This design comes from an exercise in tuning for small area, a short achievable clock period and few clock cycles per item on the open sky130 flow, not from production work. At most, simulation tests tie the RTL to the original design; equivalence was not proved. For run 1, only the layout was checked, not whether the RTL still works.

File: flow/flow/run.sh
#!/bin/bash
# Standard ORFS layout at the design's clock and constraints; the timing
# repair after CTS and after global routing is asked to keep extra setup
# slack so that the achieved period shrinks. Tool output goes to flow.log.
set -euo pipefail
bash standard.sh SETUP_SLACK_MARGIN=6.9 finish > flow.log 2>&1
File: flow/standard.sh
#!/bin/bash
# synth_recipe.tcl (not shown) runs the flow's synth.tcl, then flattens the netlist and writes it again
# the make line also repeats each setting of config.mk as NAME=value (left out here)
make -C /OpenROAD-flow-scripts/flow DESIGN_CONFIG=/design/flow/config.mk WORK_HOME=/design/flow/orfs CLKGATE_MAP_FILE= SYNTH_SCRIPT=/design/flow/synth_recipe.tcl "${@:-finish}"
File: flow/config.mk
export PLATFORM = sky130hd
export DESIGN_NAME = idct_8x8
export DESIGN_NICKNAME = idct_8x8
export VERILOG_FILES = /design/flow/design.v
export SDC_FILE = /design/flow/constraint.sdc
export NUM_CORES = 4
export LEC_CHECK = 0
export CAP_MARGIN = 20
export CORE_MARGIN = 2
export CORE_UTILIZATION = 65
export CTS_CLUSTER_DIAMETER = 120
export CTS_CLUSTER_SIZE = 25
export SLEW_MARGIN = 20
File: flow/constraint.sdc
create_clock -name core_clock -period 12.0 [get_ports {clk}]
set_input_delay 2.4000 -clock core_clock [delete_from_list [all_inputs] [get_ports {clk}]]
set_output_delay 2.4000 -clock core_clock [all_outputs]
set_load 0.01 [all_outputs]
File: flow/design.v
module idct_8x8 #(
    parameter int DATA_W      = 16,
    parameter int COEF_FRAC   = 14,
    parameter int LEVEL_SHIFT = 0
) (
    input  logic              clk,
    input  logic              rst_n,
    input  logic              in_valid,
    output logic              in_ready,
    input  logic [DATA_W-1:0] in_data,
    output logic              out_valid,
    input  logic              out_ready,
    output logic [7:0]        out_data,
    output logic              busy,
    output logic              block_done
);
    function automatic logic [5:0] tr6(input logic [5:0] a);
        tr6 = {a[2:0], a[5:3]};
    endfunction
    function automatic logic [7:0] tr8(input logic [7:0] a);
        tr8 = {a[7:6], a[2:0], a[5:3]};
    endfunction
    logic [15:0] r_x;
    logic        r_xv;
    logic [2:0]  r_xk, r_ru_k;
    logic        w_in_hs;
    logic        w_ru_ok7;
    assign in_ready = (r_ru_k != 3'd7) || w_ru_ok7;
    assign w_in_hs  = in_valid && in_ready;
    always_ff @(posedge clk) begin
        r_x  <= in_data;
        r_xk <= r_ru_k;
    end
    always_ff @(posedge clk or negedge rst_n) begin
        if (!rst_n) begin
            r_xv   <= 1'b0;
            r_ru_k <= 3'd0;
        end else begin
            r_xv <= w_in_hs;
            if (w_in_hs) r_ru_k <= r_ru_k + 3'd1;
        end
    end
    logic         w_ru_done;
    logic [127:0] w_ru_res;
    idct_mac8 u_ru (
        .clk(clk), .rst_n(rst_n),
        .in_v(r_xv), .in_x(r_x), .in_k(r_xk),
        .done(w_ru_done), .res(w_ru_res)
    );
    localparam int PH_BW = 12;            
    localparam int PH_BR = PH_BW + 50;    
    localparam int PH_PW = PH_BR + 11;    
    localparam int PH_PR = PH_PW + 50;    
    function automatic int stg(input int base, input int d);
        stg = (base + 7 * (d - 7) + 128) % 64;
    endfunction
    logic [5:0] r_ph;
    logic [15:0] sr [8];
    logic [3:0]  sr_cnt;
    logic [7:0]  r_wb, r_rb;
    logic        w_b_wr, w_b_rd;
    logic [7:0]  w_bfill;
    logic [3:0]  w_b_wd, w_b_rdd;
    logic [15:0] bring [64];
    logic [7:0]  w_brow;
    assign w_brow   = r_wb + {4'd0, sr_cnt};
    assign w_b_wr   = (sr_cnt != 4'd0);
    assign w_bfill  = w_brow - r_rb;
    assign w_ru_ok7 = (r_ph - w_brow[5:0] == 6'(PH_BW - 5)) && (w_bfill <= 8'd56);
    assign w_b_wd   = r_wb[6] ? 4'd7 + {1'b0, r_wb[5:3]} - {1'b0, r_wb[2:0]} : 4'd7;
    always_ff @(posedge clk) begin
        if (w_ru_done) begin
            for (int i = 0; i < 8; i++) sr[i] <= w_ru_res[16*i +: 16];
        end else begin
            for (int i = 0; i < 7; i++) sr[i] <= sr[i+1];
        end
        for (int q = 0; q < 64; q++) bring[q] <= bring[(q + 63) % 64];
        for (int d = 0; d < 15; d++)
            if (w_b_wr && w_b_wd == 4'(d)) bring[stg(PH_BW + 1, d)] <= sr[0];
    end
    always_ff @(posedge clk or negedge rst_n) begin
        if (!rst_n) begin
            sr_cnt <= 4'd0;
            r_wb   <= 8'd0;
        end else begin
            if (w_ru_done) sr_cnt <= 4'd8;
            else if (w_b_wr) sr_cnt <= sr_cnt - 4'd1;
            if (w_b_wr) r_wb <= r_wb + 8'd1;
        end
    end
    logic [15:0] w_bq;
    logic [7:0]  w_bd;
    logic        w_b_avail;
    logic        w_cu_ok7;
    assign w_bd      = r_wb - tr8(r_rb);
    assign w_b_avail = (w_bd != 8'd0) && !w_bd[7] && (r_ph - r_rb[5:0] == 6'(PH_BR));
    assign w_b_rd    = w_b_avail && (r_rb[2:0] != 3'd7 || w_cu_ok7);
    assign w_b_rdd   = r_rb[6] ? 4'd7 : 4'd7 + {1'b0, r_rb[5:3]} - {1'b0, r_rb[2:0]};
    always_comb begin
        w_bq = bring[stg(PH_BR, 7)];
        for (int d = 0; d < 15; d++)
            if (w_b_rdd == 4'(d)) w_bq = bring[stg(PH_BR, d)];
    end
    always_ff @(posedge clk or negedge rst_n) begin
        if (!rst_n) begin
            r_rb <= 8'd0;
        end else begin
            if (w_b_rd) r_rb <= r_rb + 8'd1;
        end
    end
    logic         w_cu_done;
    logic [127:0] w_cu_res;
    idct_mac8 #(.PIX(1'b1)) u_cu (
        .clk(clk), .rst_n(rst_n),
        .in_v(w_b_rd), .in_x(w_bq), .in_k(r_rb[2:0]),
        .done(w_cu_done), .res(w_cu_res)
    );
    logic [7:0] ps [8];
    logic [3:0] ps_cnt;
    logic [7:0] r_wp, r_rp;
    logic       w_p_wr, w_p_rd;
    logic [7:0] w_pfill;
    logic [3:0] w_p_wd, w_p_rdd;
    logic [7:0] pring [64];
    assign w_p_wr   = (ps_cnt != 4'd0);
    assign w_pfill  = r_wp - r_rp + {4'd0, ps_cnt};
    assign w_cu_ok7 = (w_pfill <= 8'd56);
    assign w_p_wd   = r_wp[6] ? 4'd7 + {1'b0, r_wp[5:3]} - {1'b0, r_wp[2:0]} : 4'd7;
    always_ff @(posedge clk) begin
        if (w_cu_done) begin
            for (int i = 0; i < 8; i++) ps[i] <= w_cu_res[16*i +: 8];
        end else begin
            for (int i = 0; i < 7; i++) ps[i] <= ps[i+1];
        end
        for (int q = 0; q < 64; q++) pring[q] <= pring[(q + 63) % 64];
        for (int d = 0; d < 15; d++)
            if (w_p_wr && w_p_wd == 4'(d)) pring[stg(PH_PW + 1, d)] <= ps[0];
    end
    always_ff @(posedge clk or negedge rst_n) begin
        if (!rst_n) begin
            ps_cnt <= 4'd0;
            r_wp   <= 8'd0;
        end else begin
            if (w_cu_done) ps_cnt <= 4'd8;
            else if (w_p_wr) ps_cnt <= ps_cnt - 4'd1;
            if (w_p_wr) r_wp <= r_wp + 8'd1;
        end
    end
    logic       r_ov, r_olast;
    logic [7:0] r_od, w_pq;
    logic [7:0] w_pd;
    logic       w_p_avail;
    logic       w_out_hs;
    assign w_pd      = r_wp - tr8(r_rp);
    assign w_p_avail = (w_pd != 8'd0) && !w_pd[7] && (r_ph - r_rp[5:0] == 6'(PH_PR));
    assign w_out_hs  = r_ov && out_ready;
    assign w_p_rd    = w_p_avail && (!r_ov || out_ready);
    assign w_p_rdd   = r_rp[6] ? 4'd7 : 4'd7 + {1'b0, r_rp[5:3]} - {1'b0, r_rp[2:0]};
    always_comb begin
        w_pq = pring[stg(PH_PR, 7)];
        for (int d = 0; d < 15; d++)
            if (w_p_rdd == 4'(d)) w_pq = pring[stg(PH_PR, d)];
    end
    always_ff @(posedge clk) begin
        if (w_p_rd)
            r_od <= w_pq;
    end
    always_ff @(posedge clk or negedge rst_n) begin
        if (!rst_n) begin
            r_ov    <= 1'b0;
            r_olast <= 1'b0;
            r_rp    <= 8'd0;
        end else begin
            if (w_p_rd) begin
                r_ov    <= 1'b1;
                r_olast <= (r_rp[5:0] == 6'd63);
                r_rp    <= r_rp + 8'd1;
            end else if (out_ready) begin
                r_ov    <= 1'b0;
                r_olast <= 1'b0;
            end
        end
    end
    assign out_valid  = r_ov;
    assign out_data   = r_od;
    assign block_done = out_ready && r_olast;
    logic [9:0] r_pend;
    logic [9:0] w_pend_nx;
    logic       r_busy;
    assign w_pend_nx = r_pend + {9'd0, w_in_hs} - {9'd0, w_out_hs};
    always_ff @(posedge clk or negedge rst_n) begin
        if (!rst_n) begin
            r_pend <= 10'd0;
            r_busy <= 1'b0;
            r_ph   <= 6'd0;
        end else begin
            r_pend <= w_pend_nx;
            r_ph   <= (w_in_hs && r_pend == 10'd0) ? 6'd1 : r_ph + 6'd1;
            r_busy <= (w_pend_nx != 10'd0);
        end
    end
    assign busy = r_busy;
endmodule
module idct_mac8 #(
    parameter bit PIX = 1'b0
) (
    input  logic               clk,
    input  logic               rst_n,
    input  logic               in_v,
    input  logic signed [15:0] in_x,
    input  logic [2:0]         in_k,
    output logic               done,
    output logic [127:0]       res
);
    function automatic logic [2:0] route(input logic [2:0] k, input logic [1:0] j);
        case ({k, j})
            5'd0:  route = {1'b0, 2'd0};
            5'd1:  route = {1'b0, 2'd0};
            5'd2:  route = {1'b0, 2'd0};
            5'd3:  route = {1'b0, 2'd0};
            5'd4:  route = {1'b0, 2'd0};
            5'd5:  route = {1'b0, 2'd1};
            5'd6:  route = {1'b0, 2'd2};
            5'd7:  route = {1'b0, 2'd3};
            5'd8:  route = {1'b0, 2'd0};
            5'd9:  route = {1'b0, 2'd1};
            5'd10: route = {1'b1, 2'd1};
            5'd11: route = {1'b1, 2'd0};
            5'd12: route = {1'b0, 2'd1};
            5'd13: route = {1'b1, 2'd3};
            5'd14: route = {1'b1, 2'd0};
            5'd15: route = {1'b1, 2'd2};
            5'd16: route = {1'b0, 2'd0};
            5'd17: route = {1'b1, 2'd0};
            5'd18: route = {1'b1, 2'd0};
            5'd19: route = {1'b0, 2'd0};
            5'd20: route = {1'b0, 2'd2};
            5'd21: route = {1'b1, 2'd0};
            5'd22: route = {1'b0, 2'd3};
            5'd23: route = {1'b0, 2'd1};
            5'd24: route = {1'b0, 2'd1};
            5'd25: route = {1'b1, 2'd0};
            5'd26: route = {1'b0, 2'd0};
            5'd27: route = {1'b1, 2'd1};
            5'd28: route = {1'b0, 2'd3};
            5'd29: route = {1'b1, 2'd2};
            5'd30: route = {1'b0, 2'd1};
            5'd31: route = {1'b1, 2'd0};
            default: route = 3'd0;
        endcase
    endfunction
function automatic logic [15:0] rnd(input logic [31:0] s);
        if (s[31:29] == 3'b000 || s[31:29] == 3'b111)
            rnd = s[29:14];
        else if (s[31])
            rnd = 16'h8000;
        else
            rnd = 16'h7fff;
    endfunction
    function automatic logic [15:0] rpix(input logic [31:0] s);
        if (s[31])
            rpix = 16'd0;
        else if (s[30:29] != 2'b00)
            rpix = 16'd128;
        else
            rpix = {8'd0, s[29:22]};
    endfunction
    logic               r_av;
    logic [2:0]         r_ak;
    logic signed [15:0] r_x;
    logic signed [18:0] r_m7;
    logic signed [19:0] r_m15;
    logic signed [21:0] r_m63;
    always_ff @(posedge clk or negedge rst_n) begin
        if (!rst_n) r_av <= 1'b0;
        else        r_av <= in_v;
    end
    logic [18:0] w_m7;
    logic [19:0] w_m15;
    logic [21:0] w_m63;
    logic [21:0] w_xe;
    assign w_xe = {{6{in_x[15]}}, in_x};
    idct_bka #(.W(19)) u_m7  (.a({w_xe[15:0], 3'd0}), .b(~w_xe[18:0]), .cin(1'b1), .s(w_m7));
    idct_bka #(.W(20)) u_m15 (.a({w_xe[15:0], 4'd0}), .b(~w_xe[19:0]), .cin(1'b1), .s(w_m15));
    idct_bka #(.W(22)) u_m63 (.a({w_xe[15:0], 6'd0}), .b(~w_xe[21:0]), .cin(1'b1), .s(w_m63));
    always_ff @(posedge clk) begin
        r_ak  <= in_k;
        r_x   <= in_x;
        r_m7  <= w_m7;
        r_m15 <= w_m15;
        r_m63 <= w_m63;
    end
    logic signed [28:0] xs, m7, m15, m63;
    logic signed [28:0] a1, a2, a3, b1, b2, b4;
    logic               odd, k2;
    logic signed [28:0] w_lane [4];
    assign xs  = 29'(r_x);
    assign m7  = 29'(r_m7);
    assign m15 = 29'(r_m15);
    assign m63 = 29'(r_m63);
    assign odd = r_ak[0];
    assign k2  = r_ak[1];
    assign a1 = odd ? (m63 <<< 7) : (k2 ? (m15 <<< 9) : (m15 <<< 8));
    assign a2 = odd ? ~(m7 <<< 1) : (k2 ? ~(m7 <<< 4) : (m63 <<< 5));
    assign a3 = odd ? ~m15 : (k2 ? 29'sd0 : ~m63);
    assign b1 = odd ? (m7 <<< 10) : (m7 <<< 9);
    assign b2 = odd ? m63 : ~xs;
    assign b4 = odd ? (m7 <<< 2) : 29'sd0;
    assign w_lane[0] = a1 + a2 + a3 + 29'({1'b0, odd} + 2'd1);
    assign w_lane[1] = b1 + b2 - (m7 <<< 6) + b4 + 29'({1'b0, !odd});
    assign w_lane[2] = (xs <<< 12) + m7 + (m7 <<< 6);
    assign w_lane[3] = (xs <<< 11) - (xs <<< 1) - (m7 <<< 6);
    logic               r_first, r_odd, r_last, r_done;
    logic signed [28:0] r_q [4];
    logic [3:0]         r_qn;
    logic [31:0]        w_sum [8];
    logic [31:0]        w_sa [8], w_sb [8];
    logic               w_sc [8];
    for (genvar n = 0; n < 8; n++) begin : g_add
        idct_bka #(.W(32)) u_add (.a(w_sa[n]), .b(w_sb[n]), .cin(w_sc[n]), .s(w_sum[n]));
    end
    logic [31:0]        r_acc [8];
    assign done = r_done;
    always_ff @(posedge clk or negedge rst_n) begin
        if (!rst_n) begin
            r_first <= 1'b0;
            r_last  <= 1'b0;
            r_done  <= 1'b0;
        end else begin
            r_first <= r_av && r_ak == 3'd0;
            r_last  <= r_av && r_ak == 3'd7;
            r_done  <= r_last;
        end
    end
    always_ff @(posedge clk) begin
        r_odd <= r_ak[0];
        for (int j = 0; j < 4; j++) begin
            logic [2:0] rt;
            rt = route(r_ak, 2'(j));
            r_q[j]  <= r_av ? w_lane[rt[1:0]] : 29'sd0;
            r_qn[j] <= r_av && rt[2];
        end
    end
    always_comb begin
        for (int n = 0; n < 8; n++) begin
            logic [31:0] base;
            logic [31:0] p;
            logic        neg;
            base = r_first ? (PIX ? 32'd2105344 : 32'd8192) : r_acc[n];
            p    = 32'(r_q[n < 4 ? n : 7 - n]);
            neg  = r_qn[n < 4 ? n : 7 - n] ^ (n >= 4 && r_odd);
            w_sa[n] = base;
            w_sb[n] = p ^ {32{neg}};
            w_sc[n] = neg;
            res[16*n +: 16] = PIX ? rpix(r_acc[n]) : rnd(r_acc[n]);
        end
    end
    always_ff @(posedge clk) begin
        for (int n = 0; n < 8; n++) r_acc[n] <= w_sum[n];
    end
endmodule
module idct_bka #(
    parameter int W = 32
) (
    input  logic [W-1:0] a,
    input  logic [W-1:0] b,
    input  logic         cin,
    output logic [W-1:0] s
);
    function automatic int top_span(input int w);
        top_span = 1;
        while (2 * top_span < w) top_span = 2 * top_span;
    endfunction
    localparam int TOP = top_span(W);    
    logic [W-1:0] g0, p0;
    logic [W-1:0] gg, pp;
    assign g0 = a & b;
    assign p0 = a ^ b;
    always_comb begin
        gg = g0;
        gg[0] = g0[0] | (p0[0] & cin);
        pp = p0;
        for (int l = 1; l < W; l = l * 2)
            for (int i = 2 * l - 1; i < W; i = i + 2 * l) begin
                gg[i] = gg[i] | (pp[i] & gg[i-l]);
                pp[i] = pp[i] & pp[i-l];
            end
        for (int l = TOP / 2; l >= 1; l = l / 2)
            for (int i = 3 * l - 1; i < W; i = i + 2 * l) begin
                gg[i] = gg[i] | (pp[i] & gg[i-l]);
                pp[i] = pp[i] & pp[i-l];
            end
    end
    assign s = p0 ^ {gg[W-2:0], cin};
endmodule
==> impl_metrics.tcl, run 1 <==
set metrics [dict create \
    status "finished clean" \
    setup_viol 0 \
    dr.pass1.iters 8 \
    dpl.hpwl_um 258000 \
    period_share_pct 52.4 \
    synthXorXnorAreaFrac_pct 6.84 \
    synth-compound-area-share_pct 13.5 \
    fin_util_pct 70.8 \
    setup.worst_path.end_class "primary output" \
    dp.cells 14900 \
    cts_tree "done" \
    synth_top_area_share_pct 41.2 \
    finalClockSkew_ns 0.0942 \
    coreArea_um2 195000 \
    relSlewSlack_pct 19.8 \
    drtIter0Drc 8169 \
    start_util_pct 65.4 \
    drc 0 \
    wl_um 353000 \
    fin_cells 15200 \
    clk_pin_slew_ns 0.10 \
    place_congestion 0.997 \
    synth-simple-area-share_pct 9.91 \
    synthFlopType "dfxtp_1" \
    criticalPathCategory "flip-flop to primary output" \
    antenna_left 0 \
    rsz0062_at_grt "yes" \
    period_needed_ns 6.29 \
    cts_buffer_depth 3 \
    required_ns 9.60 \
    cts_made_buffers 121 \
    synth-edff-count 32 \
    synth_most_common_cell "dfxtp_1" \
    grt_use_total_pct 34.6 \
    async_reset_ff_share_pct 2.61 \
    fp.dieW_um 447 \
    rows 162 \
    setup_ws_ns 5.71 \
    nets 14000 \
    cts.sinks 2722 \
    syn2layout_area_growth_pct 8.24 \
    final_layout_size_suffix_gt1_share_pct 10.9 \
    ys_seq_elements 2722 \
    netlist_area_um2 127000 \
    routedWlPerCell_um 23.2 \
    synth.area.top_cells "dfxtp_1 41%, ha_1 8.8%, fa_1 7.7%, mux2_2 4.3%, xnor2_1 3.8%" \
    hp-class "flip-flop to flip-flop" \
    synth_cells 12600 \
    ys_seq_area_share_pct 43.3 \
    port_buffers 31 \
    grt_pass1_wl_um 536000 \
    grt_overflow_total 0 \
    syn_avg_cell_area_um2 10.1 \
    grt_start_max_net_pins 79 \
    fill_cells 14100 \
    io_pins 32 \
    antenna_found_initial 16 \
    critical_path.max_fanout 3 \
    via_per_inst 6.01 \
    grt_pass1_vias 91800 \
    fin_setup_tns_ns 0 \
    synthMuxAreaShare_pct 5.11 \
    crit_arrival_ns 3.89 \
    synth_adder_area_share_pct 16.5 \
    cts_htree_levels 3 \
    via_count 91400 \
    cap_violations 0 \
    synth_top_family_by_area "adder cells" \
    pre_cts_ws_ns 4.81 \
    die_h_um 447 \
    yosys-top-cells-count "2619 x dfxtp_1, 1160 x inv_1, 893 x ha_1" \
    yosysTopAreaCell "dfxtp_1" \
    clock_latency_ns 0.88 \
    tightest_slew_ns 1.20 \
    dieArea_um2 200000 \
    ys.warnings.count 37 \
    crit_path_start_kind "flip-flop" \
    holdBufCountCts 0 \
    ys_types 100 \
    hold_viol_final 0 \
    drv_slew 0 \
    fmax_ghz 0.159 \
    syn_nets 14000 \
    cts_root_buf "clkbuf_16" \
]
## final timing paths
kind                                       from                endpoint  slack, ns  cells after the start
setup / recovery            r_wb[0]$_DFFE_PN0P_                in_ready       5.71                     12
hold / removal             pring[48][1]$_DFF_P_    pring[49][1]$_DFF_P_       0.26                      0
setup reg to reg            r_rb[3]$_DFFE_PN0P_  u_cu.r_m15[18]$_DFF_P_       5.98                     27
hold reg to reg            pring[48][1]$_DFF_P_    pring[49][1]$_DFF_P_       0.26                      0
max in group asynchronous                 rst_n     u_ru.r_av$_DFF_PN0_       9.33                      2
min in group asynchronous                 rst_n   u_cu.r_done$_DFF_PN0_       1.58                      1
## kinds of logic (layout without fill, tap and decap cells)
| family | after synthesis | count (layout) |
|---|---|---|
| AND/OR/NAND/NOR | 2568 | 2569 |
| buffers and inverters | 1644 | 1658 |
| other | 0 | 8 |
| adder cells (fa/ha/maj) | 1383 | 1383 |
| multiplexers | 590 | 590 |
| flip-flops | 2722 | 2722 |
| AO/OA/AOI/OAI | 2674 | 2675 |
| XOR/XNOR | 994 | 995 |
## per-stage QoR
stage / instance area, um^2 / hold slack (ns)
2_1_floorplan: 128000 / 0.310
5_1_grt: 138000 / 0.271
3_3_place_gp: 130000 / 0.310
6_report: 138000 / 0.264
3_5_place_dp: 130000 / 0.312
4_1_cts: 136000 / 0.261
## sequential cells by signal, indices dropped and copies added (netlist names), 64 cells and up
signal	flops
u_ru.r_q	116
u_cu.r_acc	256
u_cu.r_q	116
u_ru.r_acc	256
ps	64
sr	128
pring	512
bring	1024
## placed cells by master, fill, tap and decap left out, drive strengths merged, types with 317 or more instances in the layout
cell type     n
o21ai       509
nor2b       338
a21oi       863
nand2b      317
fa          490
xnor2       552
nand2       529
mux2        487
dfxtp      2619
inv        1159
ha          893
nor2        764
xor2        443
## critical path: stages, from the launching register on
cell and delay [ns]:
dfrtp_1 0.43, ha_4 0.18, fa_2 0.60, ha_4 0.22, nor2b_1 0.12, o21ai_1 0.16, a21oi_1 0.10, o21ai_1 0.13
nand2b_1 0.12, a211oi_2 0.26, a2bb2oi_2 0.10, o41ai_4 0.45, buf_2 0.20
## per-layer routing
layer  vias up  routed length [um]  part of all wire (%)  track usage (%)
met3      1056               23500                   6.7             5.11
li1      42500                   -                     -                -
met4        12               20700                   5.9             16.9
met2      3555              168000                    47             58.6
met5         -                  73                 0.021                0
met1     44300              141000                    40             43.1
## timing repair
action                     4_1_cts  5_1_grt
setup buffers                  116       63
setup endpoints to repair      336      193
cloned                           7        3
pin swaps                       95       78
resized for setup              290      209
## cell type report
type                    count  area (um^2)  share of cell area, %
multi-input cells        8212        68200                   49.4
diodes                      8         20.0                 0.0145
repair inverters            1         11.3                0.00817
repair buffers            331         3320                   2.40
clock buffers             148         3130                   2.27
well taps                2624         3280                   2.38
flip-flops and latches   2722        55200                   40.1
inverters                1166         4440                   3.22
clock inverters            12          314                  0.228
==> run 2, diff against run 1 <==
--- a/flow/design.v
+++ b/flow/design.v
@@ -23,8 +23,9 @@
     logic [15:0] r_x;
-    logic        r_xv;
-    logic [2:0]  r_xk, r_ru_k;
+    logic        r_xv, r_rdy;
+    logic [2:0]  r_xk, r_ru_k, w_k_nx;
     logic        w_in_hs;
-    logic        w_ru_ok7;
-    assign in_ready = (r_ru_k != 3'd7) || w_ru_ok7;
-    assign w_in_hs  = in_valid && in_ready;
+    logic        w_ok7_nx;
+    assign in_ready = r_rdy;
+    assign w_in_hs  = in_valid && r_rdy;
+    assign w_k_nx   = r_ru_k + {2'd0, w_in_hs};
     always_ff @(posedge clk) begin
@@ -36,6 +37,8 @@
             r_xv   <= 1'b0;
+            r_rdy  <= 1'b1;
             r_ru_k <= 3'd0;
         end else begin
-            r_xv <= w_in_hs;
-            if (w_in_hs) r_ru_k <= r_ru_k + 3'd1;
+            r_xv   <= w_in_hs;
+            r_ru_k <= w_k_nx;
+            r_rdy  <= (w_k_nx != 3'd7) || w_ok7_nx;
         end
@@ -51,3 +54,3 @@
     localparam int PH_BR = PH_BW + 50;    
-    localparam int PH_PW = PH_BR + 11;    
+    localparam int PH_PW = PH_BR + 12;    
     localparam int PH_PR = PH_PW + 50;    
@@ -61,10 +64,11 @@
     logic        w_b_wr, w_b_rd;
-    logic [7:0]  w_bfill;
     logic [3:0]  w_b_wd, w_b_rdd;
     logic [15:0] bring [64];
-    logic [7:0]  w_brow;
+    logic [7:0]  w_brow, w_brow_nx;
+    logic [5:0]  w_ph_nx;
     assign w_brow   = r_wb + {4'd0, sr_cnt};
     assign w_b_wr   = (sr_cnt != 4'd0);
-    assign w_bfill  = w_brow - r_rb;
-    assign w_ru_ok7 = (r_ph - w_brow[5:0] == 6'(PH_BW - 5)) && (w_bfill <= 8'd56);
+    assign w_brow_nx = w_brow + (w_ru_done ? 8'd8 : 8'd0);
+    assign w_ok7_nx  = (w_ph_nx - w_brow_nx[5:0] == 6'(PH_BW - 5)) &&
+                       (w_brow_nx - r_rb - {7'd0, w_b_rd} <= 8'd56);
     assign w_b_wd   = r_wb[6] ? 4'd7 + {1'b0, r_wb[5:3]} - {1'b0, r_wb[2:0]} : 4'd7;
@@ -90,3 +94,5 @@
     end
-    logic [15:0] w_bq;
+    logic        r_cv;
+    logic [15:0] r_cx, w_bq;
+    logic [2:0]  r_ck;
     logic [7:0]  w_bd;
@@ -103,6 +109,12 @@
     end
+    always_ff @(posedge clk) begin
+        r_cx <= w_bq;
+        r_ck <= r_rb[2:0];
+    end
     always_ff @(posedge clk or negedge rst_n) begin
         if (!rst_n) begin
+            r_cv <= 1'b0;
             r_rb <= 8'd0;
         end else begin
+            r_cv <= w_b_rd;
             if (w_b_rd) r_rb <= r_rb + 8'd1;
@@ -114,3 +126,3 @@
         .clk(clk), .rst_n(rst_n),
-        .in_v(w_b_rd), .in_x(w_bq), .in_k(r_rb[2:0]),
+        .in_v(r_cv), .in_x(r_cx), .in_k(r_ck),
         .done(w_cu_done), .res(w_cu_res)
@@ -190,2 +202,3 @@
     assign w_pend_nx = r_pend + {9'd0, w_in_hs} - {9'd0, w_out_hs};
+    assign w_ph_nx   = (w_in_hs && r_pend == 10'd0) ? 6'd1 : r_ph + 6'd1;
     always_ff @(posedge clk or negedge rst_n) begin
@@ -197,3 +210,3 @@
             r_pend <= w_pend_nx;
-            r_ph   <= (w_in_hs && r_pend == 10'd0) ? 6'd1 : r_ph + 6'd1;
+            r_ph   <= w_ph_nx;
             r_busy <= (w_pend_nx != 10'd0);
--- a/flow/flow/run.sh
+++ b/flow/flow/run.sh
@@ -5,2 +5,2 @@
 set -euo pipefail
-bash standard.sh SETUP_SLACK_MARGIN=6.9 finish > flow.log 2>&1
+bash standard.sh SETUP_SLACK_MARGIN=6.8 finish > flow.log 2>&1
--- a/flow/config.mk
+++ b/flow/config.mk
@@ -9,5 +9,5 @@
 export CORE_MARGIN = 2
-export CORE_UTILIZATION = 65
-export CTS_CLUSTER_DIAMETER = 120
-export CTS_CLUSTER_SIZE = 25
+export CORE_UTILIZATION = 55
+export CTS_CLUSTER_DIAMETER = 100
+export CTS_CLUSTER_SIZE = 20
 export SLEW_MARGIN = 20
==> run 2 against run 1 <==
Clock-buffer cell count rose by 53. Synthesized area up 0.27%. Worst hold slack improved by 0.028 ns. Sequential share of layout area is 0.54 points higher. Register-to-register slack better by 0.97 ns.
==> impl_metrics.tcl, run 2 <==
set metrics [dict create \
    grt_overflow_total 0 \
    cts_made_buffers 162 \
    routedWlPerCell_um 22.7 \
    holdBufCountCts 0 \
    ys_types 107 \
    cts_tree "done" \
    top_register "bring" \
    hp-class "flip-flop to flip-flop" \
    layout_commonest_cell "dfxtp_1" \
    setup_viol 0 \
    crit_path_top_delay_cell "and2_1" \
    layout_common_cells "2623 x dfxtp_1, 1156 x inv_1, 900 x ha_1, 800 x a21oi_1, 791 x nor2_1" \
    finalClockSkew_ns 0.0903 \
    setup.worst_path.end_class "primary output" \
    syn_nets 14000 \
    netlist_area_um2 128000 \
    fp.dieW_um 486 \
    drv_slew 0 \
    clk_pin_slew_ns 0.09 \
    ys.warnings.count 37 \
    worst_path_largest_cell_delay_ns 0.13 \
    top_regs "bring (1024), pring (512)" \
    synth.area.top_cells "dfxtp_1 41%, ha_1 8.8%, fa_1 7.7%, mux2_2 4.2%, xnor2_1 3.7%" \
    period_needed_ns 5.15 \
    critical_path.max_fanout 4 \
    cts.sinks 2743 \
    clock_latency_ns 0.89 \
    port_buffers 31 \
    via_count 89500 \
    grt_pass1_vias 90000 \
    fin_setup_tns_ns 0 \
    fmax_ghz 0.194 \
    final-seq-area_um2 55700 \
    period_share_pct 43.0 \
    drc 0 \
    yosys-top-cells-count "2638 x dfxtp_1, 1161 x inv_1, 900 x ha_1" \
    final_layout_size_suffix_gt1_share_pct 8.48 \
    io_pins 32 \
    drtIter0Drc 6443 \
    dieArea_um2 236000 \
    grt_use_total_pct 29.4 \
    criticalPathCategory "input pin to primary output" \
    hold_viol_final 0 \
    synth-edff-count 32 \
    dpl.hpwl_um 262000 \
    relSlewSlack_pct 23.3 \
    fin_hold_ws_ns 0.291 \
    multi_input_area_um2 66500 \
    status "finished clean" \
    crit_arrival_ns 2.75 \
    die_h_um 486 \
    cts_buffer_depth 3 \
    via_per_inst 5.76 \
    crit_path_start_kind "input pin" \
    cts_htree_levels 4 \
    path_cells "clkbuf_2 > and2_1 > buf_2" \
    ys_seq_area_share_pct 43.5 \
    ys_seq_elements 2743 \
    grt_pass1_wl_um 538000 \
    fill_cells 19500 \
    synth_most_common_cell "dfxtp_1" \
    async_reset_ff_share_pct 2.66 \
    antenna_left 0 \
    synth_top_area_share_pct 41.3 \
    place_congestion 0.989 \
    antenna_found_initial 15 \
    required_ns 9.60 \
    nets 13900 \
    syn2layout_area_growth_pct 7.32 \
    yosysTopAreaCell "dfxtp_1" \
    rrSetupSlack_ns 6.95 \
    wl_um 352000 \
    synth_cells 12500 \
    syn_avg_cell_area_um2 10.2 \
    coreArea_um2 231000 \
    tightest_slew_ns 1.14 \
    cts_root_buf "clkbuf_16" \
    synthFlopType "dfxtp_1" \
    rows 176 \
    start_util_pct 55.4 \
    rsz0062_at_grt "no" \
    largest_reg_flops 1024 \
    grt_start_max_net_pins 131 \
    cap_violations 0 \
    dr.pass1.iters 9 \
]
-- run 2: cell count changes after synthesis, sizes merged, moves of 25 or more --
cell | previous run | this run
nand2b | 317 | 342
a211o | 40 | 15
a21oi | 863 | 810
o21ai | 509 | 467
o221ai | 90 | 115
nor2 | 763 | 810
-- run 2: area by class of cell --
class	instances	area share [%]
clock inverters	31	0.459
inverters	1168	3.22
repair buffers	201	1.35
multi-input cells	8164	48.5
clock buffers	201	3.11
flip-flops and latches	2743	40.6
diodes	6	0.0110
well taps	3026	2.76
-- run 2: worst max-delay path, delay by kind of cell --
family                 cells  cell delay (ns)
and+or+nand+nor            1             0.13
buffers and inverters      2             0.23
-- run 2: worst paths after layout --
kind                                   startpoint                   endpoint  cells past startpoint
hold / removal               bring[60][1]$_DFF_P_       bring[61][1]$_DFF_P_                      0
hold reg to reg              bring[60][1]$_DFF_P_       bring[61][1]$_DFF_P_                      0
setup reg to reg           u_cu.r_first$_DFF_PN0_  u_cu.r_acc[1][31]$_DFF_P_                     16
setup / recovery                        out_ready                 block_done                      3
max in group asynchronous                   rst_n     u_cu.r_first$_DFF_PN0_                      2
min in group asynchronous                   rst_n        r_pend[1]$_DFF_PN0_                      1
-- run 2: logic make-up (layout without fill, tap and decap cells) --
logic type | Yosys count | after routing | synth area share [%]
other | 0 | 6 | 0
AO/OA/AOI/OAI | 2609 | 2609 | 13.4
multiplexers | 578 | 578 | 5.00
buffers and inverters | 1637 | 1601 | 4.83
AND/OR/NAND/NOR | 2594 | 2594 | 9.90
XOR/XNOR | 991 | 991 | 6.82
flip-flops | 2743 | 2743 | 43.5
adder cells (fa/ha/maj) | 1392 | 1392 | 16.5
-- run 2: layer usage --
layer	vias to the layer above	global-route usage (%)	wire length (um)
li1	42300	-	-
met1	43600	37.7	149000
met2	2820	49.4	165000
met3	844	3.84	19100
met4	8	13.3	18200
met5	-	0.122	45
-- run 2: metrics by stage --
step | cells | instance area [um^2] | utilization, % | setup WS (ns)
final | 15500 | 137000 | 59.5 | 6.85
after global routing | 15500 | 137000 | 59.5 | 6.78
after CTS | 15500 | 137000 | 59.2 | 6.59
after detailed placement | 15300 | 131000 | 57.0 | 6.04
after global placement | 15300 | 131000 | 56.9 | 6.04
after floorplan | 12500 | 128000 | - | 6.81
-- run 2: what timing repair did --
item	4_1_cts	5_1_grt
buffers inserted	6	22
resized for setup	61	75
pin swaps	0	4
setup endpoints to repair	169	113
gates cloned	0	1
Testbench counts of run 2, summed over its fixed seeds: cycles 5,096, items 64.
==> run 3, diff against run 2 <==
--- a/flow/config.mk
+++ b/flow/config.mk
@@ -10,4 +10,5 @@
 export CORE_UTILIZATION = 55
-export CTS_CLUSTER_DIAMETER = 100
-export CTS_CLUSTER_SIZE = 20
+export CTS_BUF_LIST = sky130_fd_sc_hd__clkbuf_8
+export CTS_CLUSTER_DIAMETER = 80
+export CTS_CLUSTER_SIZE = 15
 export SLEW_MARGIN = 20
==> run 3 against run 2 <==
Synthesized cell count stayed put. Non-clock buffer count is 8 lower. Via count is 0.15% lower. Global-route usage hardly changed. Design area is 0.96% lower. Utilization is 0.57 points lower. Worst hold slack worse by 0.0018 ns. Setup slack hardly changed. Highest routed layer unchanged.
==> impl_metrics.tcl, run 3 <==
set metrics [dict create \
    status "finished clean" \
    grt_use_total_pct 29.4 \
    fmax_ghz 0.194 \
    grt_start_max_net_pins 131 \
    die_h_um 486 \
    drtIter0Drc 6391 \
    grt_pass1_wl_um 538000 \
    synth_cells 12500 \
    holdBufCountCts 0 \
    dr.pass1.iters 7 \
    fin_area_um2 136000 \
    synthFlopType "dfxtp_1" \
    setup_viol 0 \
    start_util_pct 55.4 \
    final-seq-area_um2 55700 \
    nets 13900 \
    worst_path_largest_cell_delay_ns 0.13 \
    layout_commonest_cell "dfxtp_1" \
    grt_overflow_total 0 \
    synth_top_area_share_pct 41.3 \
    top_regs "bring (1024), pring (512)" \
    fin_setup_tns_ns 0 \
    fp.dieW_um 486 \
    critical_path.max_fanout 4 \
    tightest_slew_ns 1.17 \
    yosys-top-cells-count "2638 x dfxtp_1, 1161 x inv_1, 900 x ha_1" \
    dieArea_um2 236000 \
    rows 176 \
    required_ns 9.60 \
    path_cells "clkbuf_2 > and2_1 > buf_2" \
    ys_types 107 \
    cts_buffer_depth 3 \
    drc 0 \
    ys.warnings.count 37 \
    cts_htree_levels 4 \
    ys_seq_area_share_pct 43.5 \
    syn_nets 14000 \
    clock_latency_ns 1.08 \
    port_buffers 31 \
    synth_most_common_cell "dfxtp_1" \
    finalClockSkew_ns 0.111 \
    syn_avg_cell_area_um2 10.2 \
    top_register "bring" \
    drv_slew 0 \
    fill_cells 19700 \
    crit_path_start_kind "input pin" \
    layout_common_cells "2623 x dfxtp_1, 1197 x inv_1, 900 x ha_1, 801 x a21oi_1, 792 x nor2_1" \
    clk_pin_slew_ns 0.10 \
    period_needed_ns 5.16 \
    io_pins 32 \
    netlist_area_um2 128000 \
    rsz0062_at_grt "no" \
    wl_um 352000 \
    cts_root_buf "clkbuf_8" \
    cts_tree "done" \
    period_share_pct 43.0 \
    setup.worst_path.end_class "primary output" \
    cts.sinks 2743 \
    place_congestion 0.989 \
    dpl.hpwl_um 262000 \
    final_layout_size_suffix_gt1_share_pct 8.73 \
    coreArea_um2 231000 \
    hp-class "flip-flop to flip-flop" \
    fin_util_pct 58.9 \
    antenna_found_initial 19 \
    crit_buf_inv 2 \
    relSlewSlack_pct 21.4 \
    largest_reg_flops 1024 \
    fin_cells 15600 \
    crit_path_top_delay_cell "and2_1" \
    hold_viol_final 0 \
    crit_arrival_ns 2.76 \
    syn2layout_area_growth_pct 6.29 \
    cts_made_buffers 208 \
    synth.area.top_cells "dfxtp_1 41%, ha_1 8.8%, fa_1 7.7%, mux2_2 4.2%, xnor2_1 3.7%" \
    grt_pass1_vias 90300 \
    async_reset_ff_share_pct 2.66 \
    via_count 89300 \
    criticalPathCategory "input pin to primary output" \
    multi_input_area_um2 66500 \
    post_dp_cell_area_um2 131000 \
    cap_violations 0 \
    antenna_left 0 \
    dp.cells 15300 \
    yosysTopAreaCell "dfxtp_1" \
    cp_top_family "buffers and inverters" \
    via_per_inst 5.73 \
    synth-edff-count 32 \
    ys_seq_elements 2743 \
    routedWlPerCell_um 22.6 \
]
[run 3: cell counts after synthesis]
No cell type changed its count.
[run 3: final timing paths]
check                      cells past startpoint  slack (ns)                    endpoint                 start
max in group asynchronous                      2        9.45      u_cu.r_first$_DFF_PN0_                 rst_n
min                                            0        0.29        pring[63][7]$_DFF_P_  pring[62][7]$_DFF_P_
min reg2reg                                    0        0.29        pring[63][7]$_DFF_P_  pring[62][7]$_DFF_P_
max reg2reg                                   16        6.95  u_cu.r_q[3][24]$_SDFF_PN0_  u_cu.r_ak[1]$_DFF_P_
min in group asynchronous                      1        1.28         r_ru_k[0]$_DFF_PN0_                 rst_n
max                                            3        6.84                  block_done             out_ready
[run 3: area by class of cell]
type                    instances  share of cell area, %
flip-flops and latches       2743                   41.0
inverters                    1168                   3.25
repair buffers                193                   1.33
diodes                          6                 0.0111
well taps                    3026                   2.79
clock buffers                 213                   2.16
multi-input cells            8164                   49.0
clock inverters                71                  0.512
[run 3: repair_timing]
action / 4_1_cts / 5_1_grt
gates resized for setup: 62 / 74
pin swaps: 0 / 3
gates cloned: 0 / 1
endpoints found under the setup margin: 162 / 111
setup buffers: 6 / 14
[run 3: cell families (layout without fill, tap and decap cells)]
family,count (synthesis),count (layout),share of synthesized area [%]
buffers and inverters,1637,1645,4.83
other,0,6,0
AOI/OAI and AO/OA,2609,2609,13.4
and+or+nand+nor,2594,2594,9.90
DFF,2743,2743,43.5
xor gates and xnor gates,991,991,6.82
muxes,578,578,5.00
adders and majority gates,1392,1392,16.5
[run 3: per-layer routing]
| layer | vias to the layer above | global-route usage, % | part of all wire, % |
|---|---|---|---|
| li1 | 42300 | - | - |
| met4 | 8 | 13.5 | 5.2 |
| met3 | 845 | 4.06 | 5.4 |
| met2 | 2723 | 49.3 | 47 |
| met1 | 43400 | 37.6 | 42 |
| met5 | - | 0.0612 | 0.015 |
[run 3: metrics by stage]
| step | hold WS (ns) | worst slack, ns |
|---|---|---|
| final | 0.289 | 6.84 |
| after global routing | 0.292 | 6.80 |
| after CTS | 0.269 | 6.68 |
| after detailed placement | 0.312 | 6.04 |
| after global placement | 0.309 | 6.04 |
| after floorplan | 0.310 | 6.81 |
==> run 4, diff against run 3 <==
--- a/flow/config.mk
+++ b/flow/config.mk
@@ -9,3 +9,3 @@
 export CORE_MARGIN = 2
-export CORE_UTILIZATION = 55
+export CORE_UTILIZATION = 50
 export CTS_BUF_LIST = sky130_fd_sc_hd__clkbuf_8
==> run 4 against run 3 <==
Still clean on timing, DRC and antenna. Utilization down 5.2 points. Setup slack got worse by 0.025 ns. Synthesized cell count unchanged. Register-to-register slack lost 0.06 ns. Sequential cell count is the same. Clock-buffer cell count rose by 5. Design area up 0.58%. Non-clock buffer count up 10. Highest routed layer unchanged.
==> impl_metrics.tcl, run 4 <==
set metrics [dict create \
    status "finished clean" \
    largest_reg_flops 1024 \
    synth.area.top_cells "dfxtp_1 41%, ha_1 8.8%, fa_1 7.7%, mux2_2 4.2%, xnor2_1 3.7%" \
    yosysTopAreaCell "dfxtp_1" \
    r2r_start "u_ru.r_ak[0]$_DFF_P_" \
    layout_commonest_cell "dfxtp_1" \
    period_share_pct 43.2 \
    cts.sinks 2743 \
    dp.cells 15600 \
    syn_nets 14000 \
    rsz0062_at_grt "yes" \
    coreArea_um2 254000 \
    required_ns 9.60 \
    cts_buffer_depth 3 \
    routedWlPerCell_um 22.4 \
    syn2layout_area_growth_pct 6.90 \
    layout_common_cells "2623 x dfxtp_1, 1191 x inv_1, 900 x ha_1, 799 x a21oi_1, 794 x nor2_1" \
    fin_util_pct 53.7 \
    port_buffers 31 \
    drv_slew 0 \
    netlist_area_um2 128000 \
    fmax_ghz 0.193 \
    ys_seq_elements 2743 \
    drtIter0Drc 6513 \
    ys_types 107 \
    syn_avg_cell_area_um2 10.2 \
    cts_made_buffers 212 \
    criticalPathCategory "input pin to primary output" \
    cap_violations 0 \
    grt_start_max_net_pins 103 \
    top_regs "bring (1024), pring (512)" \
    clock_latency_ns 1.09 \
    worst_path_largest_cell_delay_ns 0.13 \
    nets 13900 \
    cts_tree "done" \
    start_util_pct 50.3 \
    fin_setup_tns_ns 0 \
    period_needed_ns 5.18 \
    synth_top_area_share_pct 41.3 \
    die_h_um 509 \
    dpl.hpwl_um 264000 \
    via_per_inst 5.56 \
    ys_seq_area_share_pct 43.5 \
    final_layout_size_suffix_gt1_share_pct 8.95 \
    dr.pass1.iters 8 \
    clk_pin_slew_ns 0.09 \
    grt_overflow_total 0 \
    grt_pass1_vias 90300 \
    crit_arrival_ns 2.78 \
    yosys-top-cells-count "2638 x dfxtp_1, 1161 x inv_1, 900 x ha_1" \
    via_count 88700 \
    rows 185 \
    synth_most_common_cell "dfxtp_1" \
    fin_cells 15900 \
    grt_use_total_pct 27.0 \
    crit_path_start_kind "input pin" \
    cp-startpoint "out_ready" \
    finalClockSkew_ns 0.132 \
    cp_top_family "buffers and inverters" \
    place_congestion 0.958 \
    antenna_left 0 \
    hp-class "flip-flop to flip-flop" \
    fill_cells 22600 \
    path_cells "buf_4 > and2_1 > buf_2" \
    crit_buf_inv 2 \
    async_reset_ff_share_pct 2.66 \
    tightest_slew_ns 1.23 \
    grt_pass1_wl_um 542000 \
    setup_viol 0 \
    cts_htree_levels 4 \
    top_register "bring" \
    wl_um 357000 \
    worstHoldStart "pring[15][7]$_DFF_P_" \
    synthFlopType "dfxtp_1" \
    io_pins 32 \
    dieArea_um2 260000 \
    setup.worst_path.end_class "primary output" \
    fp.dieW_um 509 \
    relSlewSlack_pct 17.2 \
    synth_cells 12500 \
    hold_viol_final 0 \
    critical_path.max_fanout 4 \
    antenna_found_initial 12 \
    cts_root_buf "clkbuf_8" \
    holdBufCountCts 0 \
    synth-edff-count 32 \
    drc 0 \
    ys.warnings.count 37 \
    crit_path_top_delay_cell "and2_1" \
]
[run 4: cell counts after synthesis]
Identical to the previous run, type by type.
[run 4: cell families after synthesis]
kind of cell    count (synthesis)  synth area share, %
flops                        2743                 43.5
compound gates               2609                 13.4
simple gates                 2594                 9.90
buf+inv                      1637                 4.83
fa+ha+maj                    1392                 16.5
xor+xnor                      991                 6.82
mux                           578                 5.00
[run 4: worst paths after layout]
path                                               to  slack (ns)  cells after the start
setup / recovery                           block_done        6.82                      3
hold / removal                   pring[16][7]$_DFF_P_        0.27                      0
setup reg to reg           u_ru.r_q[0][14]$_SDFF_PN0_        6.89                     16
hold reg to reg                  pring[16][7]$_DFF_P_        0.27                      0
max in group asynchronous      u_cu.r_first$_DFF_PN0_        9.34                      2
min in group asynchronous      u_ru.r_first$_DFF_PN0_        1.28                      1
[run 4: layout make-up]
| type | count | area [um^2] | share of cell area (%) |
|---|---|---|---|
| clock inverters | 75 | 826 | 0.605 |
| repair buffers | 203 | 1990 | 1.46 |
| diodes | 7 | 17.5 | 0.0128 |
| flip-flops and latches | 2743 | 55700 | 40.8 |
| inverters | 1168 | 4400 | 3.22 |
| well taps | 3366 | 4210 | 3.08 |
| clock buffers | 218 | 3000 | 2.20 |
| multi-input cells | 8164 | 66500 | 48.7 |
[run 4: what timing repair did]
action / CTS / global route
resized for setup: 80 / 61
hold endpoints to repair: 0 / 0
gates cloned: 1 / 2
setup endpoints to repair: 220 / 126
setup buffers: 8 / 20
pin swaps: 2 / 13
[run 4: worst register-to-register path, cell delays in order (launching register included)]
cell	delay, ns
dfxtp_4	0.43
buf_4	0.28
nor2_2	0.18
buf_4	0.35
a21oi_1	0.08
ha_1	0.19
or2_2	0.31
ha_1	0.32
a211oi_1	0.39
o21ai_1	0.17
a2111o_1	0.50
nand2_1	0.13
a21o_1	0.16
o21bai_1	0.09
xor2_1	0.62
o221ai_1	0.21
a21oi_1	0.49
[run 4: metal layers]
| metal | GRT usage (%) | part of all wire (%) | vias up |
|---|---|---|---|
| met5 | 0 | 0.011 | - |
| met4 | 11.3 | 4.7 | 6 |
| met3 | 3.45 | 5.1 | 788 |
| met2 | 45.7 | 47 | 2691 |
| met1 | 34.8 | 43 | 42900 |
| li1 | - | - | 42300 |
[run 4: through the flow]
stage / cell area, um^2 / setup WS (ns) / hold WS, ns
finish: 137000 / 6.82 / 0.265
global route: 137000 / 6.77 / 0.271
CTS: 136000 / 6.80 / 0.258
detailed placement: 132000 / 5.78 / 0.312
global placement: 132000 / 5.83 / 0.310
floorplan: 128000 / 6.81 / 0.310
==> run 5, diff against run 4 <==
--- a/flow/flow/run.sh
+++ b/flow/flow/run.sh
@@ -5,2 +5,2 @@
 set -euo pipefail
-bash standard.sh SETUP_SLACK_MARGIN=6.8 finish > flow.log 2>&1
+bash standard.sh SETUP_SLACK_MARGIN=7.0 finish > flow.log 2>&1
--- a/flow/config.mk
+++ b/flow/config.mk
@@ -9,3 +9,3 @@
 export CORE_MARGIN = 2
-export CORE_UTILIZATION = 50
+export CORE_UTILIZATION = 55
 export CTS_BUF_LIST = sky130_fd_sc_hd__clkbuf_8
==> run 5 against run 4 <==
Critical endpoint unchanged. Wire length down 0.66%. Via count up 1.2%. First-iteration DRC count up 3.1%. Critical path depth unchanged. Highest routed layer unchanged. Setup slack better by 0.052 ns.
==> impl_metrics.tcl, run 5 <==
set metrics [dict create \
    status "finished clean" \
    grt_start_max_net_pins 99 \
    routedWlPerCell_um 22.7 \
    coreArea_um2 231000 \
    fp.dieW_um 486 \
    tightest_slew_ns 1.19 \
    syn2layout_area_growth_pct 7.03 \
    top_regs "bring (1024), pring (512)" \
    ys_seq_elements 2743 \
    grt_pass1_vias 90500 \
    fmax_ghz 0.195 \
    synth-simple-area-share_pct 9.90 \
    synthXorXnorAreaFrac_pct 6.82 \
    synth_adder_area_share_pct 16.5 \
    fin_setup_tns_ns 0 \
    finalClockSkew_ns 0.108 \
    place_congestion 0.980 \
    setup.worst_path.end_class "primary output" \
    rows 176 \
    top_register "bring" \
    required_ns 9.60 \
    cap_violations 0 \
    grt_use_total_pct 29.5 \
    synthMuxAreaShare_pct 5.00 \
    worst_path_largest_cell_delay_ns 0.13 \
    antenna_left 0 \
    antenna_found_initial 10 \
    nets 13900 \
    via_per_inst 5.74 \
    synth.area.top_cells "dfxtp_1 41%, ha_1 8.8%, fa_1 7.7%, mux2_2 4.2%, xnor2_1 3.7%" \
    port_buffers 31 \
    async_reset_ff_share_pct 2.66 \
    rsz0062_at_grt "yes" \
    die_h_um 486 \
    synth_top_area_share_pct 41.3 \
    critical_path.max_fanout 2 \
    yosys-top-cells-count "2638 x dfxtp_1, 1161 x inv_1, 900 x ha_1" \
    period_share_pct 42.7 \
    cts_made_buffers 210 \
    synth-edff-count 32 \
    hold_viol_final 0 \
    grt_overflow_total 0 \
    cp_top_family "buffers and inverters" \
    clock_latency_ns 1.04 \
    rrSetupSlack_ns 6.99 \
    ys.warnings.count 37 \
    syn_nets 14000 \
    final_layout_size_suffix_gt1_share_pct 9.44 \
    via_count 89800 \
    dr.pass1.iters 10 \
    crit_buf_inv 2 \
    crit_path_top_delay_cell "and2_4" \
    synth_cells 12500 \
    drtIter0Drc 6716 \
    drv_slew 0 \
    crit_path_start_kind "input pin" \
    synth-compound-area-share_pct 13.4 \
    cts_buffer_depth 3 \
    cts_tree "done" \
    setup_viol 0 \
    fin_util_pct 59.3 \
    multi_input_area_um2 66700 \
    cts.sinks 2743 \
    layout_commonest_cell "dfxtp_1" \
    clk_pin_slew_ns 0.09 \
    synthFlopType "dfxtp_1" \
    hp-class "flip-flop to flip-flop" \
    layout_common_cells "2617 x dfxtp_1, 1199 x inv_1, 898 x ha_1, 797 x a21oi_1, 789 x nor2_1" \
    wl_um 354000 \
    crit_top_cell "buf_6" \
    fill_cells 19700 \
    ys_types 107 \
    cts_root_buf "clkbuf_8" \
    grt_pass1_wl_um 540000 \
    drc 0 \
    start_util_pct 55.4 \
    netlist_area_um2 128000 \
    largest_reg_flops 1024 \
    ys_seq_area_share_pct 43.5 \
    synth_top_family_by_area "adder cells" \
    crit_arrival_ns 2.73 \
    final-seq-area_um2 55700 \
    dieArea_um2 236000 \
    holdBufCountCts 0 \
    dpl.hpwl_um 262000 \
    syn_avg_cell_area_um2 10.2 \
    period_needed_ns 5.13 \
    path_cells "buf_6 > and2_4 > buf_6" \
    synth_most_common_cell "dfxtp_1" \
    io_pins 32 \
    criticalPathCategory "input pin to primary output" \
    yosysTopAreaCell "dfxtp_1" \
    fin_hold_ws_ns 0.269 \
    relSlewSlack_pct 20.3 \
    cts_htree_levels 4 \
]
==> run 5: changes by cell type in the layout (fill, tap and decap cells not counted), sizes merged <==
| cell | before | now |
|---|---|---|
| buf | 170 | 195 |
| inv | 1211 | 1215 |
| bufinv | 5 | 2 |
| clkinvlp | 5 | 7 |
| diode | 7 | 9 |
| clkbuf | 222 | 223 |
| clkdlybuf4s18 | 0 | 1 |
| clkinv | 22 | 23 |
==> run 5: per-layer routing <==
metal	vias up	share of wire (%)	global-route usage (%)
li1	42400	-	-
met4	6	4.9	12.4
met3	831	5.6	4.37
met5	-	0.012	0
met2	2871	47	49.8
met1	43600	42	37.8
==> run 5: final timing paths <==
kind,endpoint,cells past startpoint,startpoint
min,bring[3][8]$_DFF_P_,0,bring[2][8]$_DFF_P_
max in group asynchronous,u_ru.r_av$_DFF_PN0_,2,rst_n
max reg2reg,u_ru.r_q[0][27]$_SDFF_PN0_,16,u_ru.r_m7[14]$_DFF_P_
min in group asynchronous,r_busy$_DFF_PN0_,1,rst_n
min reg2reg,bring[3][8]$_DFF_P_,0,bring[2][8]$_DFF_P_
max,block_done,3,out_ready
==> run 5: timing repair <==
| action | CTS | global route |
|---|---|---|
| buffers inserted | 23 | 30 |
| cloned | 2 | 5 |
| endpoints found under the setup margin | 253 | 127 |
| gates resized for setup | 106 | 99 |
| pin swaps | 5 | 9 |
==> run 5: layout make-up <==
| cell class | count | area share, % |
|---|---|---|
| multi-input combinational | 8164 | 48.8 |
| sequential | 2743 | 40.7 |
| inverter | 1168 | 3.24 |
| tap | 3026 | 2.77 |
| clock buffer | 217 | 2.18 |
| timing repair buffer | 231 | 1.70 |
| clock inverter | 77 | 0.574 |
| antenna | 9 | 0.0165 |
| timing repair inverter | 2 | 0.0128 |
==> run 5: kinds of logic after synthesis <==
logic type | Yosys count
compound gates | 2609
xor+xnor | 991
fa+ha+maj | 1392
buf+inv | 1637
flops | 2743
mux | 578
simple gates | 2594
==> run 5: per-stage QoR <==
stage               instances  worst slack [ns]  instance area [um^2]
global route            15600              6.79                137000
detailed placement      15300              5.87                131000
finish                  15600              6.87                137000
CTS                     15600              6.85                136000
floorplan               12500              6.94                128000
global placement        15300              5.83                131000

what the ideal ports hide:
In the flow no input, the clock included, has a driving cell. The finished layouts below were timed again as built, in two steps. Step 1, drivers: a clkbuf_16 drives clk and a buf_2 each remaining input, both assumed. Step 2 moves the port delays by t, midway between the first and last clock arrival at a register: inputs arrive t later, outputs are due t later. That takes back most of the time a late clock gives input paths. Three values: no drivers, after step 1, after step 2; two values: the first two.
run	t (ns)	setup WS [ns]	worst setup path at the end	worst register clock-pin slew, ns	worst data-port slew with drivers (ns)
run 1	0.913	5.714 / 5.626 / 5.983	register to register	0.11 / 0.11	0.05
run 2	0.944	6.845 / 6.822 / 6.342	input to register	0.09 / 0.09	0.04
run 3	1.108	6.845 / 6.822 / 6.221	input to register	0.11 / 0.11	0.04
run 4	1.109	6.820 / 6.798 / 6.319	input to register	0.12 / 0.12	0.03
run 5	1.086	6.872 / 6.837 / 6.232	input to register	0.12 / 0.12	0.04
After both steps setup and hold are still met in every run listed. The setup slack of run 5, which loses most, moves by -0.035 ns with the drivers and by -0.640 ns with both steps.
